This design comes from an exercise in tuning for small area and a short achievable clock period on the open sky130 flow, not from production work.
Where RTL was checked, it was by simulation tests only, not by an equivalence proof against the original.
No activity file was given, so power comes from the tool's default toggle rates.

== the baseline ==
==> flow/design.v <==
`timescale 1ns/1ns
module breakout_top (
    input  logic        clk,
    input  logic        rst,
    input  logic [3:0]  ctrl,      
    input  logic        vsync,
    input  logic [20:0] px,        
    output logic [23:0] rgb,       
    output logic        started,
    output logic        over
);
    logic vsync_q, step;
    logic ball_lost;
    always_ff @(posedge clk or negedge rst) begin
        if (!rst) begin
            vsync_q <= 1'b0;
            step    <= 1'b0;
            started <= 1'b0;
            over    <= 1'b0;
        end else begin
            vsync_q <= vsync;
            step    <= vsync & ~vsync_q & started & ~over & ~ctrl[0];
            if (ctrl[3]) started <= 1'b1;
            if (step && ball_lost) over <= 1'b1;
        end
    end
    logic [8:0] padl_r, by_r;
    logic [9:0] padl;            
    logic [9:0] bx, by;          
    assign padl = {1'b0, padl_r};
    assign by   = {1'b0, by_r};
    logic [3:0] vx;              
    logic [1:0] vym1;            
    logic       dx, dy;          
    logic [4:0] hxp;             
    logic [24:0] alive;
    assign ball_lost = by >= 10'd427;
    logic [9:0] padl_n;
    always_comb begin
        logic [7:0] moved;
        moved  = padl[9:2] + (ctrl[2] ? 8'hFF : 8'h01);
        padl_n = padl;
        if (ctrl[2])      padl_n = (padl > 10'd228) ? {moved, padl[1:0]} : 10'd224;
        else if (ctrl[1]) padl_n = (padl < 10'd484) ? {moved, padl[1:0]} : 10'd488;
    end
    logic [4:0] hx;              
    logic [4:0] hy;              
    logic [24:0] hit;
    logic [4:0] colhit;
    logic bounce_x, bounce_y;
    always_comb begin
        for (int c = 0; c < 5; c++)
            hx[c] = (bx >= 10'(248 + 50 * c)) && (bx <= 10'(300 + 50 * c));
        for (int r = 0; r < 5; r++)
            hy[r] = (by >= 10'(103 + 20 * r)) && (by <= 10'(130 + 20 * r));
        for (int r = 0; r < 5; r++)
            for (int c = 0; c < 5; c++)
                hit[r*5+c] = alive[r*5+c] & hy[r] & hx[c];
        for (int c = 0; c < 5; c++)
            colhit[c] = hit[c] | hit[5+c] | hit[10+c] | hit[15+c] | hit[20+c];
        bounce_x = |(colhit & ~hxp);
        bounce_y = |(colhit & hxp);
    end
    logic        paddle_hit;
    logic [10:0] u;
    logic [6:0]  ul;
    logic [3:0]  angle;
    logic [1:0]  angle_vym1;
    always_comb begin
        u  = {1'b0, bx} - {1'b0, padl};
        ul = u[6:0];
        paddle_hit = (by >= 10'd414) && (by <= 10'd425) && (u[10:7] == 4'd0) && (ul <= 7'd80);
        angle = 4'd8;
        for (int i = 7; i >= 0; i--)
            if (ul >= 7'(38 - 4 * i) && ul <= 7'(42 + 4 * i)) angle = 4'(i);
        if (ul >= 7'd30 && ul <= 7'd50)      angle_vym1 = 2'd3;
        else if (ul >= 7'd18 && ul <= 7'd62) angle_vym1 = 2'd2;
        else if (ul >= 7'd10 && ul <= 7'd70) angle_vym1 = 2'd1;
        else                                 angle_vym1 = 2'd0;
    end
    logic [9:0] bx_n, by_n;
    logic [3:0] vx_n;
    logic [1:0] vym1_n;
    logic       dx_n, dy_n;
    always_comb begin
        bx_n = ((bx ^ {10{~dx}}) + {6'd0, vx}) ^ {10{~dx}};
        by_n = ((by ^ {10{~dy}}) + {7'd0, 3'(vym1) + 3'd1}) ^ {10{~dy}};
        vx_n = vx;
        vym1_n = vym1;
        dx_n = dx;
        dy_n = dy;
        if (bx <= 10'd230)      dx_n = 1'b1;
        else if (bx >= 10'd562) dx_n = 1'b0;
        if (by <= 10'd95)       dy_n = 1'b1;
        else if (by >= 10'd427) dy_n = 1'b0;
        if (paddle_hit) begin
            by_n   = 10'd413;
            dy_n   = 1'b0;
            dx_n   = ul > 7'd40;
            vx_n   = angle;
            vym1_n = angle_vym1;
        end
        if (bounce_x) dx_n = ~dx;
        if (bounce_y) dy_n = ~dy;
    end
    always_ff @(posedge clk or negedge rst) begin
        if (!rst) begin
            padl_r <= 9'd331;
            bx    <= 10'd371;
            by_r   <= 9'd286;
            vx    <= 4'd0;
            vym1  <= 2'd1;
            dx    <= 1'b1;
            dy    <= 1'b1;
            hxp   <= 5'b00100;
            alive <= '1;
        end else if (step) begin
            padl_r <= padl_n[8:0];
            bx    <= bx_n;
            by_r   <= by_n[8:0];
            vx    <= vx_n;
            vym1  <= vym1_n;
            dx    <= dx_n;
            dy    <= dy_n;
            hxp   <= hx;
            alive <= alive & ~hit;
        end
    end
    logic [9:0] qx, qy;
    logic       act;
    assign qx  = px[20:11];
    assign qy  = px[10:1];
    assign act = px[0];
    logic border, on_ball, on_paddle;
    logic [4:0] pcol, prow;
    logic okx, oky, okp;
    logic [3:0] dx4, dy4;
    localparam logic [255:0] DISC =
        256'hf83ff83ff83ff01fe00f00010000000000000001e00ff01ff83ff83ff83ffc7f;
    logic [6:0] tl;
    near16 u_nx (.a(qx), .b(bx), .ok(okx), .d(dx4));
    near16 u_ny (.a(qy), .b(by), .ok(oky), .d(dy4));
    near128 u_np (.a(qx), .b(padl), .ok(okp), .d(tl));
    always_comb begin
        border = (qx >= 10'd221) && (qx <= 10'd570) && (qy >= 10'd86) && (qy <= 10'd435) &&
                 !((qx >= 10'd224) && (qx <= 10'd567) && (qy >= 10'd89) && (qy <= 10'd432));
        on_ball = okx & oky & DISC[{dx4, dy4}];
        on_paddle = okp & (((qy == 10'd420) && tl <= 7'd80) ||
                           ((qy >= 10'd417 && qy <= 10'd423 && qy != 10'd420) && tl >= 7'd1 && tl <= 7'd79) ||
                           ((qy == 10'd416 || qy == 10'd424) && tl >= 7'd2 && tl <= 7'd78) ||
                           ((qy == 10'd415 || qy == 10'd425) && tl >= 7'd5 && tl <= 7'd75));
        for (int c = 0; c < 5; c++)
            pcol[c] = qx >= 10'(254 + 50 * c) && qx <= 10'(293 + 50 * c);
        for (int r = 0; r < 5; r++)
            prow[r] = qy >= 10'(109 + 20 * r) && qy <= 10'(123 + 20 * r) &&
                      |(pcol & alive[r*5 +: 5]);
    end
    logic       playing;
    logic [3:0] bgc, bgc_q;      
    logic       bl_q, pd_q;
    always_comb begin
        playing = act & started & ~over & ~border;
        if (!act)          bgc = 4'd0;
        else if (!started) bgc = 4'd1;
        else if (over)     bgc = 4'd2;
        else if (border)   bgc = 4'd3;
        else               bgc = {|prow, prow[4], prow[2] | prow[3], prow[1] | prow[3]};
    end
    always_ff @(posedge clk or negedge rst) begin
        if (!rst) begin
            bgc_q <= 4'd0;
            bl_q  <= 1'b0;
            pd_q  <= 1'b0;
        end else begin
            bgc_q <= bgc;
            bl_q  <= playing & on_ball;
            pd_q  <= playing & on_paddle;
        end
    end
    always_comb begin
        if (bl_q)      rgb = 24'hFF0000;
        else if (pd_q) rgb = 24'hFFFFFF;
        else begin
            case (bgc_q)
                4'd1:    rgb = 24'h202040;
                4'd2:    rgb = 24'h800000;
                4'd3:    rgb = 24'h4BA3C3;
                4'd8:    rgb = 24'hFFADAD;
                4'd9:    rgb = 24'hFDFFB6;
                4'd10:   rgb = 24'hCAFFBF;
                4'd11:   rgb = 24'h9BF6FF;
                4'd12:   rgb = 24'hBDB2FF;
                default: rgb = 24'h000000;
            endcase
        end
    end
endmodule
module near16 (
    input  logic [9:0] a,
    input  logic [9:0] b,
    output logic       ok,
    output logic [3:0] d
);
    logic [4:0] l;
    logic [6:0] ah, bh, x;
    logic zr, on;
    always_comb begin
        begin
            logic [3:0] g, p;
            logic [4:0] bw;
            g = ~a[3:0] & b[3:0];
            p = ~(a[3:0] ^ b[3:0]);
            bw[0] = 1'b0;
            bw[1] = g[0];
            bw[2] = g[1] | (p[1] & g[0]);
            bw[3] = g[2] | (p[2] & g[1]) | (p[2] & p[1] & g[0]);
            bw[4] = g[3] | (p[3] & g[2]) | (p[3] & p[2] & g[1]) | (p[3] & p[2] & p[1] & g[0]);
            l = {bw[4], ~p ^ bw[3:0]};
        end
        d  = l[3:0];
        ah = {1'b0, a[9:4]};
        bh = ~{1'b0, b[9:4]};
        x  = ah ^ bh;
        zr = 1'b1;
        on = 1'b1;
        for (int i = 1; i < 7; i++) begin
            zr &= x[i] == (ah[i-1] | bh[i-1]);
            on &= x[i] == ~(ah[i-1] & bh[i-1]);
        end
        zr &= x[0] == ~l[4];
        on &= x[0] == l[4];
        ok = d[3] ? on : zr;
    end
endmodule
module near128 (
    input  logic [9:0] a,
    input  logic [9:0] b,
    output logic       ok,
    output logic [6:0] d
);
    logic [7:0] l;
    logic [2:0] ah, bh;
    always_comb begin
        begin
            logic [6:0] g, p;
            logic [7:0] bw;
            g = ~a[6:0] & b[6:0];
            p = ~a[6:0] | b[6:0];
            bw[0] = 1'b0;
            bw[1] = (g[0]);
            bw[2] = (g[0] & p[1]) |
                    (g[1]);
            bw[3] = (g[0] & p[1] & p[2]) |
                    (g[1] & p[2]) |
                    (g[2]);
            bw[4] = (g[0] & p[1] & p[2] & p[3]) |
                    (g[1] & p[2] & p[3]) |
                    (g[2] & p[3]) |
                    (g[3]);
            bw[5] = (g[0] & p[1] & p[2] & p[3] & p[4]) |
                    (g[1] & p[2] & p[3] & p[4]) |
                    (g[2] & p[3] & p[4]) |
                    (g[3] & p[4]) |
                    (g[4]);
            bw[6] = (g[0] & p[1] & p[2] & p[3] & p[4] & p[5]) |
                    (g[1] & p[2] & p[3] & p[4] & p[5]) |
                    (g[2] & p[3] & p[4] & p[5]) |
                    (g[3] & p[4] & p[5]) |
                    (g[4] & p[5]) |
                    (g[5]);
            bw[7] = (g[0] & p[1] & p[2] & p[3] & p[4] & p[5] & p[6]) |
                    (g[1] & p[2] & p[3] & p[4] & p[5] & p[6]) |
                    (g[2] & p[3] & p[4] & p[5] & p[6]) |
                    (g[3] & p[4] & p[5] & p[6]) |
                    (g[4] & p[5] & p[6]) |
                    (g[5] & p[6]) |
                    (g[6]);
            l = {bw[7], a[6:0] ^ b[6:0] ^ bw[6:0]};
        end
        d  = l[6:0];
        ah = a[9:7];
        bh = b[9:7];
        ok = l[7] ? (ah == bh + 3'd1 && bh != 3'd7) : (ah == bh);
    end
endmodule
Settings: LEC_CHECK=0, CAP_MARGIN=20, CORE_MARGIN=2, CORE_UTILIZATION=60, CTS_BUF_LIST=sky130_fd_sc_hd__clkbuf_8, SLEW_MARGIN=20; clock period 14.0 ns.
standard.sh (not shown) runs the stock make flow with config.mk's settings and CLKGATE_MAP_FILE= SYNTH_SCRIPT=/design/flow/synth_recipe.tcl, a recipe that flattens the netlist after the stock synthesis.
==> flow/flow/run.sh <==
#!/bin/bash
# Standard layout, with buf_2 port buffers and timing repair aiming for 9.2 ns of setup slack.
set -euo pipefail
bash standard.sh "BUFFER_PORTS_ARGS=-buffer_cell sky130_fd_sc_hd__buf_2" SETUP_SLACK_MARGIN=9.2 finish > standard_make.log 2>&1
The baseline ended with every stage complete and zero timing, DRC or antenna violations.
Input-level comparison between the candidate and the baseline:
-- flow/design.v --
<<< the baseline, line 25
        end
    end
    logic [8:0] padl_r, by_r;
    logic [9:0] padl;            
    logic [9:0] bx, by;          
    assign padl = {1'b0, padl_r};
    assign by   = {1'b0, by_r};
    logic [3:0] vx;              
    logic [1:0] vym1;            
>>> the candidate, line 25
        end
    end
    logic [9:0] padl;            
    logic [9:0] bx, by;          
    logic [3:0] vx;              
    logic [1:0] vym1;            
<<< the baseline, line 106
    always_ff @(posedge clk or negedge rst) begin
        if (!rst) begin
            padl_r <= 9'd331;
            bx    <= 10'd371;
            by_r   <= 9'd286;
            vx    <= 4'd0;
            vym1  <= 2'd1;
>>> the candidate, line 103
    always_ff @(posedge clk or negedge rst) begin
        if (!rst) begin
            padl  <= 10'd331;
            bx    <= 10'd371;
            by    <= 10'd286;
            vx    <= 4'd0;
            vym1  <= 2'd1;
<<< the baseline, line 116
            alive <= '1;
        end else if (step) begin
            padl_r <= padl_n[8:0];
            bx    <= bx_n;
            by_r   <= by_n[8:0];
            vx    <= vx_n;
            vym1  <= vym1_n;
>>> the candidate, line 113
            alive <= '1;
        end else if (step) begin
            padl  <= padl_n;
            bx    <= bx_n;
            by    <= by_n;
            vx    <= vx_n;
            vym1  <= vym1_n;
Notes after the runs:
The candidate completed end to end with timing, DRC and antenna clean.
On the candidate: part of the power in combinational logic is 1.3 points lower than what the baseline gave.
Total of plain and repair buffers excluding clock buffers of the candidate exceeds that of the baseline by a few percent.
The baseline → the candidate: cell area after technology mapping shows an increase of 3.1%, placed standard-cell area shows an increase of 2.6%, clock buffer count from CTS shows no meaningful change, post-place setup slack shows a reduction of 0.15 ns.
The RTL of the baseline was laid out without a check of its function.

[what the ideal ports hide]
No port has a modelled driver above. Below, the same layouts with a new extraction and two added sets of constraints. Step 1, drivers: a clkbuf_16 drives clk and a buf_2 each remaining input, both assumed. Step 2 adds t to the input delays and takes it off the output delays; t is the mean of the earliest and latest rising clock arrival at the registers after step 1. Input paths then give back, and output paths get back, about the clock's delay inside the block. Three values: no drivers, after step 1, after step 2; two values: the first two.
| run | shift t [ns] | setup slack, ns | hold slack, ns | slew at the worst register clock pin (ns) | cell pins on the clock port's net |
|---|---|---|---|---|---|
| the baseline | 0.407 | 9.308 / 9.269 / 8.913 | 0.482 / 0.482 / 0.482 | 0.10 / 0.10 | 1 |
| the candidate | 0.412 | 9.282 / 9.246 / 8.851 | 0.485 / 0.485 / 0.485 | 0.10 / 0.10 | 1 |
After both steps setup and hold are still met in every run listed. For the candidate, which loses most, drivers alone change the setup slack by -0.036 ns; drivers and shift together by -0.431 ns.
